Background: an optimization exercise with open tools, aiming at small area. Do not read the settings as production practice. Function was checked by simulation only, so behaviour that the tests miss may differ from the original.

Setup of red:
Design game_core, start of the top module:
module game_core #(
    parameter int NUM_METEORS   = 5,
    parameter int FIRE_COOLDOWN = 30,
    parameter int INVINC_FRAMES = 60
) (
    input  logic                      clk,
    input  logic                      reset_n,
    input  logic                      frame_tick,
    input  logic                      btn_up,
    input  logic                      btn_down,
    input  logic                      btn_left,
    input  logic                      btn_right,
    input  logic                      btn_fire,
    input  logic                      btn_restart,
    input  logic [23*NUM_METEORS-1:0] meteors,
    output logic [9:0]                ship_x,
    output logic [9:0]                ship_y,
    output logic [1:0]                ship_facing,
    output logic [9:0]                bullet_x,
    output logic [9:0]                bullet_y,
    output logic                      bullet_active,
    output logic [NUM_METEORS-1:0]    meteor_alive,
    output logic [15:0]               score,
    output logic [2:0]                ship_hp,
    output logic                      game_over
);
For scale: roughly 1100 cells after synthesis, roughly 190 I/O pins, roughly 13000 µm² of cells after synthesis.
export LEC_CHECK = 0
export CAP_MARGIN = 20
export CORE_MARGIN = 2
export CORE_UTILIZATION = 60
export CTS_BUF_LIST = sky130_fd_sc_hd__clkbuf_4 sky130_fd_sc_hd__clkbuf_8
export CTS_CLUSTER_SIZE = 30
export SLEW_MARGIN = 20
export SYNTH_HIERARCHICAL = 1
export SYNTH_MINIMUM_KEEP_SIZE = 0
create_clock -name core_clock -period 10.0 [get_ports {clk}]
standard.sh (not shown) runs the stock make flow with config.mk's settings and CLKGATE_MAP_FILE= SYNTH_SCRIPT=/design/flow/synth_recipe.tcl, a recipe that flattens the netlist after the stock synthesis.
==> flow/flow/run.sh <==
#!/bin/bash
# The standard layout (standard.sh, standard synthesis unchanged) with three changes:
# the port buffers use the smallest buffer cell; after floorplanning every
# combinational cell starts at its smallest size (later repair steps upsize as needed);
# the clock tree uses no dummy loads and larger sink clusters.
export BUFFER_PORTS_ARGS="-buffer_cell sky130_fd_sc_hd__buf_1"
export POST_FLOORPLAN_TCL="$PWD/flow/downsize.tcl"
export CTS_ARGS="-sink_clustering_enable -repair_clock_nets -dont_use_dummy_load -buf_list sky130_fd_sc_hd__clkbuf_8 -sink_clustering_size 30"
bash standard.sh > standard.log 2>&1
Other scripts of this flow, unchanged in this note and not shown: flow/flow/downsize.tcl
The inputs of blue differ from those of red as listed below.
# red
export LEC_CHECK = 0
export CAP_MARGIN = 20
export CORE_MARGIN = 2
export CORE_UTILIZATION = 60
export CTS_BUF_LIST = sky130_fd_sc_hd__clkbuf_4 sky130_fd_sc_hd__clkbuf_8
export CTS_CLUSTER_SIZE = 30
export SLEW_MARGIN = 20
export SYNTH_HIERARCHICAL = 1
export SYNTH_MINIMUM_KEEP_SIZE = 0
create_clock -name core_clock -period 10.0 [get_ports {clk}]
# blue
export LEC_CHECK = 0
export CAP_MARGIN = 20
export CORE_MARGIN = 2
export CORE_UTILIZATION = 40
export CTS_BUF_LIST = sky130_fd_sc_hd__clkbuf_8
export SLEW_MARGIN = 20
export SYNTH_HIERARCHICAL = 1
export SYNTH_MINIMUM_KEEP_SIZE = 0
create_clock -name core_clock -period 10.0 [get_ports {clk}]
==> flow/flow/run.sh <==
#!/bin/bash
# The standard layout (standard.sh, standard synthesis unchanged) with two changes:
# the port buffers use the smallest buffer cell, and after floorplanning every
# combinational cell starts at its smallest size (later repair steps upsize as needed).
export BUFFER_PORTS_ARGS="-buffer_cell sky130_fd_sc_hd__buf_1"
export POST_FLOORPLAN_TCL="$PWD/flow/downsize.tcl"
bash standard.sh > standard.log 2>&1
Notes after the runs:
Die area, blue vs red: up by more than a quarter
On worst slack on hold paths: blue sits below red.
Routed wire length, blue vs red: up by more than 10%
Against red, blue reports a non-clock buffer count that is lower.
From red to blue the numbers moved as follows: fraction of area in multi-input gates shrank by 1.3 points; required arrival time at the worst endpoint grew by 40 ps.
The critical-path cell with the highest stage delay comes out sky130_fd_sc_hd__a2111oi_0 in one run and sky130_fd_sc_hd__fa_1 in the other, namely in blue and red respectively.

[separate check: timing with driven ports]
Ports are ideal in the flow. The routed layouts listed here were re-timed in OpenROAD. Step 1, drivers: a clkbuf_16 drives clk and a buf_2 each remaining input, both assumed. Step 2, shift: input delay + t, output delay - t, t = (earliest + latest rising clock arrival at the registers) / 2. This alone moves slack from input paths to output paths. Slacks: ideal / step 1 / step 2; pairs: ideal / step 1.
run | t (ns) | setup WS [ns] | worst hold slack (ns) | worst slew at a driven data input, ns
red | 0.396 | 0.997 / 1.016 / 0.620 | 0.535 / 0.535 / 0.535 | 0.07
blue | 0.400 | 1.004 / 1.019 / 0.618 | 0.523 / 0.523 / 0.523 | 0.08
After both steps every run listed still meets setup and hold. For blue, which loses most, drivers alone change the setup slack by +0.015 ns; drivers and shift together by -0.386 ns.
